This design comes from an exercise in tuning for small area, a short achievable clock period and few clock cycles on the open sky130 flow, not from production work. In this exercise RTL edits were held to simulation tests only and were not proved equivalent to the original. Power and IR drop assume default switching activity.

## lawnmower_path_generator
module lawnmower_path_generator #(
    parameter int MAX_WAYPOINTS = lpg_pkg::MAX_WAYPOINTS_DEF
) (
    input  logic                               i_clk,
    input  logic                               i_rst_n,
    input  logic                               start,
    output logic                               busy,
    input  logic signed [lpg_pkg::COORD_W-1:0] i_center_x,
    input  logic signed [lpg_pkg::COORD_W-1:0] i_center_y,
    input  logic                               i_cfg_valid,
    output logic                               o_cfg_ready,
    input  logic [lpg_pkg::IDX_W-1:0]          i_cfg_index,
    input  logic [lpg_pkg::LEN_W-1:0]          i_cfg_data,
    output logic                               o_point_valid,
    output logic signed [lpg_pkg::COORD_W-1:0] o_point_x,
    output logic signed [lpg_pkg::COORD_W-1:0] o_point_y,
    output logic [lpg_pkg::PNUM_W-1:0]         o_point_number,
    output logic                               o_last_point,
    output logic                               o_overflow
);
For scale: about 3700 cells after synthesis, ~760 flip-flops, ~170 I/O pins.
==> flow/config.mk <==
export PLATFORM = sky130hd
export DESIGN_NAME = lawnmower_path_generator
export DESIGN_NICKNAME = lawnmower_path_generator
export VERILOG_FILES = /design/flow/design.v
export SDC_FILE = /design/flow/constraint.sdc
export NUM_CORES = 4
export LEC_CHECK = 0
export CAP_MARGIN = 20
export CORE_MARGIN = 2
export CORE_UTILIZATION = 40
export SETUP_SLACK_MARGIN = 4.5
export SLEW_MARGIN = 20
export TNS_END_PERCENT = 20
==> flow/constraint.sdc <==
create_clock -name core_clock -period 7.5 [get_ports {i_clk}]
set_input_delay 1.5000 -clock core_clock [delete_from_list [all_inputs] [get_ports {i_clk}]]
set_output_delay 1.5000 -clock core_clock [all_outputs]
set_load 0.01 [all_outputs]
standard.sh (not shown) runs the stock make flow with config.mk's settings and CLKGATE_MAP_FILE= SYNTH_SCRIPT=/design/flow/synth_recipe.tcl, a recipe that flattens the netlist after the stock synthesis.
==> flow/flow/run.sh <==
#!/bin/bash
# The standard layout, with the port buffers made of the smallest buffer cell.
set -euo pipefail
export BUFFER_PORTS_ARGS="-buffer_cell sky130_fd_sc_hd__buf_1"

bash standard.sh > standard.log 2>&1
The baseline produced a clean layout.
Testbench counts at the start, summed over its fixed seeds: cycles 30,311.
Rerun with:
==> flow/run.sh (new file) <==
#!/bin/bash
# synth_recipe.tcl (not shown) runs the flow's synth.tcl, then flattens the netlist and writes it again
# the make line also repeats each setting of config.mk as NAME=value (left out here)
make -C /OpenROAD-flow-scripts/flow DESIGN_CONFIG=/design/flow/config.mk WORK_HOME=/design/flow/orfs CLKGATE_MAP_FILE= SYNTH_SCRIPT=/design/flow/synth_recipe.tcl finish
CORE_UTILIZATION = 65   (was 40)
TNS_END_PERCENT = unset   (was 20)
removed: flow/flow/run.sh
removed: flow/standard.sh
=> The changed run completed with no timing, DRC or antenna violations. Worst setup slack improves by 5.2 ps. Die area went down by 38%. Design area went up by 3.2%. Worst hold slack improves by 7.0 ps.
Rerun with:
SETUP_SLACK_MARGIN = 4.0   (was 4.5)
What happened:
- The changed run finished clean
- clock skew stays flat
- combinational power shrinks by 12%
- maximum frequency shrinks by about 5.6%
- via count went down by 5.3%
- routed wire length shrinks by about 12%
- non-clock buffer count falls by 118


Starting RTL as in the previous note.
Settings: LEC_CHECK=0, CAP_MARGIN=5, CORE_MARGIN=2, CORE_UTILIZATION=40, GPL_TIMING_DRIVEN=0, SETUP_SLACK_MARGIN=4.5, SLEW_MARGIN=5; clock period 7.5 ns.
==> flow/flow/run.sh <==
#!/bin/bash
# The standard layout, with the port buffers made of the smallest buffer cell.
set -euo pipefail
export BUFFER_PORTS_ARGS="-buffer_cell sky130_fd_sc_hd__buf_1"
bash standard.sh > standard.log 2>&1
Testbench counts at the start, summed over its fixed seeds: cycles 30,311.
Then changed:
Settings changed: CAP_MARGIN 5 to 20, GPL_TIMING_DRIVEN 0 to not set, SLEW_MARGIN 5 to 20.
The changed run finished clean.
Design area drops by a few percent.
Worst setup slack is better by 140 ps.
Die area stays the same.
Synthesized area stays the same.


Starting RTL as in the previous note.
==> flow/config.mk <==
export PLATFORM = sky130hd
export DESIGN_NAME = lawnmower_path_generator
export DESIGN_NICKNAME = lawnmower_path_generator
export VERILOG_FILES = /design/flow/design.v
export SDC_FILE = /design/flow/constraint.sdc
export NUM_CORES = 4
export LEC_CHECK = 0
export CAP_MARGIN = 5
export CORE_MARGIN = 2
export CORE_UTILIZATION = 40
export SETUP_SLACK_MARGIN = 4.5
export SLEW_MARGIN = 5
==> flow/constraint.sdc <==
create_clock -name core_clock -period 7.5 [get_ports {i_clk}]
set_input_delay 1.5000 -clock core_clock [delete_from_list [all_inputs] [get_ports {i_clk}]]
set_output_delay 1.5000 -clock core_clock [all_outputs]
set_load 0.01 [all_outputs]
Scripts as last shown in full above: flow/flow/run.sh
The starting point completed with no timing, DRC or antenna violations.
Testbench counts at the start, summed over its fixed seeds: cycles 30,311.
==> next run, changes <==
==> flow/run.sh (new file) <==
#!/bin/bash
# synth_recipe.tcl (not shown) runs the flow's synth.tcl, then flattens the netlist and writes it again
# the make line also repeats each setting of config.mk as NAME=value (left out here)
make -C /OpenROAD-flow-scripts/flow DESIGN_CONFIG=/design/flow/config.mk WORK_HOME=/design/flow/orfs CLKGATE_MAP_FILE= SYNTH_SCRIPT=/design/flow/synth_recipe.tcl finish
--- a/flow/config.mk
+++ b/flow/config.mk
@@ -8 +8 @@
-export CAP_MARGIN = 5
+export CAP_MARGIN = 20
@@ -11,2 +11,2 @@
-export SETUP_SLACK_MARGIN = 4.5
-export SLEW_MARGIN = 5
+export SETUP_SLACK_MARGIN = 4.75
+export SLEW_MARGIN = 20
removed: flow/flow/run.sh
removed: flow/standard.sh
Result: Cell count rises by about 3%; cell area rises by 12%; clock-buffer cell count falls by 21; via count rises by 5.1%; routed wire length rises by about 15%; maximum frequency falls by about 5%; utilization rises by 5.9 points; critical path depth falls by 2; sequential cell count stays the same; hold slack barely changes; area after synthesis is unchanged.
==> next run, changes <==
--- a/flow/config.mk
+++ b/flow/config.mk
@@ -11 +11 @@
-export SETUP_SLACK_MARGIN = 4.75
+export SETUP_SLACK_MARGIN = 4.5
The new run finished with timing, DRC and antenna clean; wire length decreases by 13%; cell area decreases by 9.1%; cell count goes down by 2.8%; worst setup slack improved by 0.071 ns; clock skew stays flat; sequential power hardly moves; fmax grows by 2.2%.
==> next run, changes <==
==> flow/flow/run.sh (new file) <==
#!/bin/bash
# The standard layout, with the port buffers made of the smallest buffer cell.
set -euo pipefail
export BUFFER_PORTS_ARGS="-buffer_cell sky130_fd_sc_hd__buf_1"
bash standard.sh > standard.log 2>&1
==> flow/standard.sh (new file) <==
#!/bin/bash
# synth_recipe.tcl (not shown) runs the flow's synth.tcl, then flattens the netlist and writes it again
# the make line also repeats each setting of config.mk as NAME=value (left out here)
make -C /OpenROAD-flow-scripts/flow DESIGN_CONFIG=/design/flow/config.mk WORK_HOME=/design/flow/orfs CLKGATE_MAP_FILE= SYNTH_SCRIPT=/design/flow/synth_recipe.tcl "${@:-finish}"
--- a/flow/config.mk
+++ b/flow/config.mk
@@ -10,0 +11 @@
+export PLACE_DENSITY = 0.75
removed: flow/run.sh
The changed run passed the timing, DRC and antenna checks. Cell area shrinks by about 3.2%. Fmax grows by 0.94%. Cell count shrinks by 0.75%. Global-route usage shrinks by 1.4 points. Area after synthesis does not change.
==> next run, changes <==
--- a/flow/config.mk
+++ b/flow/config.mk
@@ -8 +8 @@
-export CAP_MARGIN = 20
+export CAP_MARGIN = 5
@@ -11 +11 @@
-export PLACE_DENSITY = 0.75
+export GPL_ROUTABILITY_DRIVEN = 0
@@ -13 +13 @@
-export SLEW_MARGIN = 20
+export SLEW_MARGIN = 5
Maximum frequency increases by a few percent.
Global-route usage rises by 1.0 points.
Die area stays the same.
Routed wire length increases by a few percent.
Non-clock buffer count grows by 28.
Worst setup slack improves by 0.073 ns.
==> next run, changes <==
==> flow/run.sh (new file) <==
#!/bin/bash
# synth_recipe.tcl (not shown) runs the flow's synth.tcl, then flattens the netlist and writes it again
# the make line also repeats each setting of config.mk as NAME=value (left out here)
make -C /OpenROAD-flow-scripts/flow DESIGN_CONFIG=/design/flow/config.mk WORK_HOME=/design/flow/orfs CLKGATE_MAP_FILE= SYNTH_SCRIPT=/design/flow/synth_recipe.tcl finish
--- a/flow/config.mk
+++ b/flow/config.mk
@@ -8 +8 @@
-export CAP_MARGIN = 5
+export CAP_MARGIN = 20
@@ -11 +11 @@
-export GPL_ROUTABILITY_DRIVEN = 0
+export CTS_CLUSTER_SIZE = 30
@@ -13 +13 @@
-export SLEW_MARGIN = 5
+export SLEW_MARGIN = 20
removed: flow/flow/run.sh
removed: flow/standard.sh
=> The changed run finished with timing, DRC and antenna clean; register-to-register slack got worse by 0.10 ns; power rose by a few percent; global-route usage came out higher by 0.38 points; die area does not change; worst hold slack hardly moves; design area rose by a few percent; sequential power barely changes; via count barely changes.

afterwards: timing with drivers on the ports:
The results above use ideal ports. As a check the final layouts listed here were re-extracted and re-timed, cells and wires unchanged. Step 1, drivers: a clkbuf_16 drives i_clk and a buf_2 each remaining input, both assumed. Step 2 moves the port delays by t, midway between the first and last clock arrival at a register: inputs arrive t later, outputs are due t later. That takes back most of the time a late clock gives input paths. Slacks: no drivers / after step 1 / after step 2; pairs: no drivers / after step 1.
run	t, ns	slack for setup (ns)	clock arrival spread, ns	worst register clock-pin slew, ns	cell pins on the clock port's net
the first run of note 1	0.722	4.280 / 4.280 / 4.013	0.035 / 0.036	0.07 / 0.07	1
the second run of note 1	0.691	4.285 / 4.285 / 3.839	0.025 / 0.025	0.07 / 0.07	1
the third run of note 1	0.688	4.093 / 4.093 / 3.615	0.029 / 0.029	0.07 / 0.07	1
the first run of note 2	0.714	4.255 / 4.255 / 4.017	0.042 / 0.043	0.06 / 0.06	1
the second run of note 2	0.726	4.396 / 4.396 / 3.925	0.042 / 0.042	0.06 / 0.06	1
the first run of note 3	0.726	4.418 / 4.418 / 3.933	0.043 / 0.044	0.06 / 0.06	1
the second run of note 3	0.714	4.245 / 4.245 / 3.945	0.043 / 0.043	0.07 / 0.07	1
the third run of note 3	0.726	4.316 / 4.316 / 3.867	0.038 / 0.037	0.06 / 0.06	1
the fourth run of note 3	0.702	4.345 / 4.345 / 4.032	0.045 / 0.045	0.07 / 0.07	1
the fifth run of note 3	0.726	4.418 / 4.418 / 3.933	0.043 / 0.044	0.06 / 0.06	1
the sixth run of note 3	0.726	4.316 / 4.316 / 3.867	0.038 / 0.037	0.06 / 0.06	1
After both steps every run listed still meets setup and hold.
